Source: an optimization exercise on an open RTL-to-GDS flow (aim: small area, a short achievable clock period and few clock cycles). Production flows keep margins and buffers that such runs may drop.
Function was checked by simulation only, so behaviour that the tests miss may differ from the original.
No activity file was given, so power comes from the tool's default toggle rates.

Setup of lane 1:
## inst_cache
module inst_cache #(
  parameter int unsigned INC_BITS = 6
) (
  input  logic        clk,
  input  logic        rst,
  input  logic [15:0] instAddr,
  output logic        hit,
  output logic [15:0] instruction,
  output logic        memReq,
  output logic [15:0] memAddr,
  input  logic [15:0] memData,
  input  logic        memReady
);
Size: roughly 68 cells after synthesis, roughly 69 I/O pins.
clock: 5.5 ns
lec_check: 0
cap_margin: 20
core_area: 3 3 87 87
die_area: 0 0 90 90
setup_slack_margin: 3
slew_margin: 20
synth_hierarchical: 1
synth_minimum_keep_size: 0
standard.sh (not shown) runs the stock make flow with config.mk's settings and CLKGATE_MAP_FILE= SYNTH_SCRIPT=/design/flow/synth_recipe.tcl, a recipe that flattens the netlist after the stock synthesis.
==> flow/flow/run.sh <==
#!/bin/bash
# Standard ORFS layout, with the port buffers inserted as the smallest plain
# buffer (sky130_fd_sc_hd__buf_1) so the resizer can size them like any other
# buffer, and a clock tree of clkbuf_4 cells without dummy loads.  make's full
# output goes to flow_make.log; ORFS's per-step logs stay under orfs/logs.
set -euo pipefail
bash standard.sh "BUFFER_PORTS_ARGS=-buffer_cell sky130_fd_sc_hd__buf_1" \
  "CTS_ARGS=-buf_list sky130_fd_sc_hd__clkbuf_4 -root_buf sky130_fd_sc_hd__clkbuf_4 -dont_use_dummy_load -repair_clock_nets" \
  finish > flow_make.log 2>&1
Testbench counts of lane 1, summed over its fixed seeds: cycles 33,817.
Relative to lane 1, the following input files were edited for lane 2:
==> flow/flow/run.sh <==
#!/bin/bash
# Standard ORFS layout, with the port buffers inserted as the smallest plain
# buffer (sky130_fd_sc_hd__buf_1) so the resizer can size them like any other
# buffer.  make's full output goes to flow_make.log.
set -euo pipefail
bash standard.sh "BUFFER_PORTS_ARGS=-buffer_cell sky130_fd_sc_hd__buf_1" finish > flow_make.log 2>&1
diff --git a/flow/config.mk b/flow/config.mk
--- a/flow/config.mk
+++ b/flow/config.mk
@@ -9,2 +9,2 @@
-export CORE_AREA = 3 3 87 87
-export DIE_AREA = 0 0 90 90
+export CORE_AREA = 3 3 67 67
+export DIE_AREA = 0 0 70 70
## What came out
On cell area, lane 2 and lane 1 are neck and neck. Against lane 1 as the reference, lane 2 delivers a lower post-layout minimum cycle time. Met2 wire length (lane 2 vs. lane 1) decreases slightly. Lane 2 vs lane 1, instance count: lane 2 lower. For proportion of cell area occupied by registers, lane 1 and lane 2 come out practically identical. Comparing area added between synthesis and finish for lane 2 and lane 1, the bigger number came from lane 2. | global-route wire length before repair | lane 2 vs lane 1 | 6.9% higher |.
Input-level comparison between lane 3 and lane 2:
diff --git a/flow/config.mk b/flow/config.mk
--- a/flow/config.mk
+++ b/flow/config.mk
@@ -9,2 +9,2 @@
-export CORE_AREA = 3 3 67 67
-export DIE_AREA = 0 0 70 70
+export CORE_AREA = 3 3 87 87
+export DIE_AREA = 0 0 90 90
[summary]
- Lane 3 vs. lane 2: total power fell by about 1.8%, wire length fell by 44 µm.
- Lane 3 improves on lane 2 in internal cell power.
- Summary of the comparison: register-to-register slack is lower in lane 3, relative to lane 2.
- Lane 3 leaves less setup margin than lane 2.
Relative to lane 3, the following input files were edited for lane 4:
diff --git a/flow/flow/run.sh b/flow/flow/run.sh
--- a/flow/flow/run.sh
+++ b/flow/flow/run.sh
@@ -4 +4,2 @@
-# buffer.  make's full output goes to flow_make.log.
+# buffer.  make's full output goes to flow_make.log; ORFS's per-step logs stay
+# under orfs/logs.
diff --git a/flow/config.mk b/flow/config.mk
--- a/flow/config.mk
+++ b/flow/config.mk
@@ -7,0 +8 @@
+export ABC_AREA = 1
@@ -9,0 +11 @@
+export CTS_BUF_LIST = sky130_fd_sc_hd__clkbuf_4
@@ -11 +12,0 @@
-export SETUP_SLACK_MARGIN = 3
Notes after the runs:
Lane 4 vs lane 3 on share of total power consumed by net switching: lane 4 is the higher one. Delta (lane 4 minus lane 3): final critical-path required period picked up an extra 0.18 ns, critical path's largest stage delay higher. In lane 4, data arrival time of the critical path is higher than in lane 3. Lane 4 vs lane 3 on count of cells along the worst register-to-register path: lane 4 is the higher one.
What lane 5 does differently from lane 4 at the input level:
==> flow/flow/run.sh <==
#!/bin/bash
# Standard ORFS layout, with the port buffers inserted as the smallest plain
# buffer (sky130_fd_sc_hd__buf_1) so the resizer can size them like any other
# buffer, and a clock tree of clkbuf_4 cells without dummy loads.  make's full
# output goes to flow_make.log; ORFS's per-step logs stay under orfs/logs.
set -euo pipefail
bash standard.sh "BUFFER_PORTS_ARGS=-buffer_cell sky130_fd_sc_hd__buf_1" \
  "CTS_ARGS=-sink_clustering_enable -sink_clustering_size 30 -buf_list sky130_fd_sc_hd__clkbuf_4 -root_buf sky130_fd_sc_hd__clkbuf_4 -dont_use_dummy_load -repair_clock_nets" \
  finish > flow_make.log 2>&1
diff --git a/flow/config.mk b/flow/config.mk
--- a/flow/config.mk
+++ b/flow/config.mk
@@ -8 +7,0 @@
-export ABC_AREA = 1
@@ -11 +9,0 @@
-export CTS_BUF_LIST = sky130_fd_sc_hd__clkbuf_4
@@ -12,0 +11 @@
+export SETUP_SLACK_MARGIN = 3
Findings:
The global-route met3 utilization reported for lane 5 is greater than that of lane 4 by 0.67 points. Taking lane 4 as the reference, in lane 5 clock period minus worst slack -0.17 ns; share of power burned in the clock network has decreased; first-iteration DRC count went down 21; adder-cell share of the synthesized area higher. Per the comparison of lane 5 with lane 4, non-clock buffer instance count of the final layout grew by 2; ratio of total power to cell area shows an increase of about 10%; final instance area moved down; average wire length per cell after detail routing increased by 19% relative to the old numbers; number of global-route vias before repair dropped about 32%.

run 1:
Starting RTL as in the previous note.
Settings: LEC_CHECK=0, CAP_MARGIN=20, CORE_AREA=3 3 87 87, DIE_AREA=0 0 90 90, PLACE_DENSITY=0.7, SETUP_SLACK_MARGIN=3, SLEW_MARGIN=20, SYNTH_HIERARCHICAL=1, SYNTH_MINIMUM_KEEP_SIZE=0; clock period 5.5 ns.
==> flow/flow/run.sh <==
#!/bin/bash
# Standard ORFS layout, with the port buffers inserted as the smallest plain
# buffer (sky130_fd_sc_hd__buf_1) so the resizer can size them like any other
# buffer, and a clock tree of clkbuf_4 cells without dummy loads.  make's full
# output goes to flow_make.log; ORFS's per-step logs stay under orfs/logs.
set -euo pipefail
bash standard.sh "BUFFER_PORTS_ARGS=-buffer_cell sky130_fd_sc_hd__buf_1" \
  "CTS_ARGS=-sink_clustering_enable -sink_clustering_size 30 -buf_list sky130_fd_sc_hd__clkbuf_4 -root_buf sky130_fd_sc_hd__clkbuf_4 -dont_use_dummy_load -repair_clock_nets" \
  finish > flow_make.log 2>&1
Testbench counts of run 1, summed over its fixed seeds: cycles 33,817.
## Diff of input files: run 2 against run 1
- a change of SETUP_SLACK_MARGIN from 3 to 2.6
- a deleted PLACE_DENSITY that had been 0.7
- an added CTS_BUF_LIST of sky130_fd_sc_hd__clkbuf_4
==> flow/flow/run.sh <==
#!/bin/bash
# Standard ORFS layout, with the port buffers inserted as the smallest plain
# buffer (sky130_fd_sc_hd__buf_1) so the resizer can size them like any other
# buffer.  make's full output goes to flow_make.log.
set -euo pipefail
bash standard.sh "BUFFER_PORTS_ARGS=-buffer_cell sky130_fd_sc_hd__buf_1" finish > flow_make.log 2>&1
### Flow results
NOTE number of non-filler instances in the completed layout run 1->run 2 increased by a few percent
In run 2, fraction of final layout cells with drive strength greater than 1 is higher than in run 1.
Per the comparison of run 2 with run 1, core area saw little to no change; post-route worst setup slack shrank by 0.071 ns; utilization after layout shows an increase of 0.81 points; relative contribution of the clock network to total power increased by 2.4 points relative to the old numbers.
Compared with run 1, wire length in run 2 decreased by a few percent.
#### Input delta (run 3 over run 2)
- setting CTS_CLUSTER_DIAMETER to 100 for the first time
- setting CTS_CLUSTER_SIZE to 30 for the first time
- removing CTS_BUF_LIST (formerly sky130_fd_sc_hd__clkbuf_4)
- changing SETUP_SLACK_MARGIN from 2.6 to 3
--- outcome ---
- Relative to run 2, proportion of cell area occupied by registers has increased by 0.84 points in run 3.
- Run 2 has higher final design instance area without fill than run 3.
- After synthesis and placement, the instance count of run 3 is below that of run 2.
- Fraction of power consumed by the clock network was lower in the run labelled run 2.
- Sort run 3 and run 2 by count of cells along the worst register-to-register path, ascending, and run 3 comes first.
- Looking at clock transition at the registers of the reported paths, run 3 sits below run 2.
- Run 3 vs. run 2: amount of wire on met3 after detailed routing increased 5.5%, routed wire length decreased about 6%.
- Run 2 → run 3: worst clock skew saw little to no change; number of filler cells placed in the layout grew by about 1.3%.

The RTL this note starts from:
==> flow/design.v <==
module inst_cache #(
  parameter int unsigned INC_BITS = 6
) (
  input  logic        clk,
  input  logic        rst,
  input  logic [15:0] instAddr,
  output logic        hit,
  output logic [15:0] instruction,
  output logic        memReq,
  output logic [15:0] memAddr,
  input  logic [15:0] memData,
  input  logic        memReady
);
  logic        act_q;       
  logic [15:0] memAddr_q;
  assign hit         = act_q && memReady && (memAddr_q == instAddr);
  assign instruction = memData;
  assign memReq      = act_q;
  assign memAddr     = memAddr_q;
  always_ff @(posedge clk or posedge rst) begin
    if (rst) act_q <= 1'b0;
    else     act_q <= 1'b1;
  end
  always_ff @(posedge clk) begin
    memAddr_q <= {instAddr[15:INC_BITS], instAddr[INC_BITS-1:0] + INC_BITS'(hit)};
  end
endmodule
make LEC_CHECK=0 CAP_MARGIN=20 CORE_AREA='3 3 67 67' DIE_AREA='0 0 70 70' SETUP_SLACK_MARGIN=2 SLEW_MARGIN=20 finish   # period 5.5 ns
run.sh (not shown) runs the stock make flow with config.mk's settings and CLKGATE_MAP_FILE= SYNTH_SCRIPT=/design/flow/synth_recipe.tcl, a recipe that flattens the netlist after the stock synthesis.
Stock flow here: none of the scripts above is used.
The starting point completed with no timing, DRC or antenna violations.
Testbench counts at the start, summed over its fixed seeds: cycles 33,817.
Change:
CORE_AREA = 3 3 87 87   (was 3 3 67 67)
DIE_AREA = 0 0 90 90   (was 0 0 70 70)
The new run completed with no timing, DRC or antenna violations.
Combinational power climbs by about 3%.
Cell area climbs by 1.6%.
Setup slack barely changes.
Utilization drops by 14 points.
Die area climbs by 65%.
Cell count climbs by 30%.
Fmax stays flat.
Worst hold slack barely changes.
Total power climbs by 1.1%.
Routed wire length climbs by 4.2%.
Change:
CORE_AREA = 3 3 47 47   (was 3 3 87 87)
DIE_AREA = 0 0 50 50   (was 0 0 90 90)
SETUP_SLACK_MARGIN = 2.5   (was 2)
Worst hold slack degrades by 0.12 ns.
Sequential power hardly moves.
Cell count drops by 39%.
Fmax climbs by 2.6%.
Clock-buffer cell count stays the same.
Wire length drops by 33%.
Global-route usage climbs by 5.7 points.
Die area drops by 69%.

## afterwards: timing with drivers on the ports
In the flow no input, the clock included, has a driving cell. The finished layouts below were timed again as built, in two steps. Step 1, drivers: a clkbuf_16 drives clk and a buf_2 each remaining input, both assumed. Step 2, shift: input delay + t, output delay - t, t = (earliest + latest rising clock arrival at the registers) / 2. This alone moves slack from input paths to output paths. Three values: no drivers, after step 1, after step 2; two values: the first two.
run | t (ns) | setup WS [ns] | hold WS [ns]
lane 1 | 0.306 | 2.494 / 2.446 / 2.446 | 0.594 / 0.595 / 0.901
lane 2 | 0.272 | 2.515 / 2.480 / 2.480 | 0.640 / 0.639 / 0.904
lane 3 | 0.269 | 2.496 / 2.457 / 2.457 | 0.644 / 0.644 / 0.913
lane 4 | 0.311 | 2.321 / 2.289 / 2.289 | 0.602 / 0.618 / 0.782
lane 5 | 0.306 | 2.494 / 2.446 / 2.446 | 0.594 / 0.595 / 0.901
run 1 | 0.307 | 2.475 / 2.435 / 2.435 | 0.587 / 0.587 / 0.895
run 2 | 0.306 | 2.403 / 2.357 / 2.318 | 0.597 / 0.596 / 0.903
run 3 | 0.269 | 2.496 / 2.457 / 2.457 | 0.644 / 0.644 / 0.913
the first run of note 3 | 0.272 | 2.017 / 1.976 / 1.763 | 0.951 / 0.970 / 1.242
the second run of note 3 | 0.271 | 2.017 / 1.975 / 1.848 | 0.952 / 0.969 / 1.240
the third run of note 3 | 0.295 | 2.104 / 2.070 / 2.070 | 0.829 / 0.829 / 0.829
After both steps every run listed still meets setup and hold. The setup slack of the first run of note 3, which loses most, moves by -0.041 ns with the drivers and by -0.254 ns with both steps.
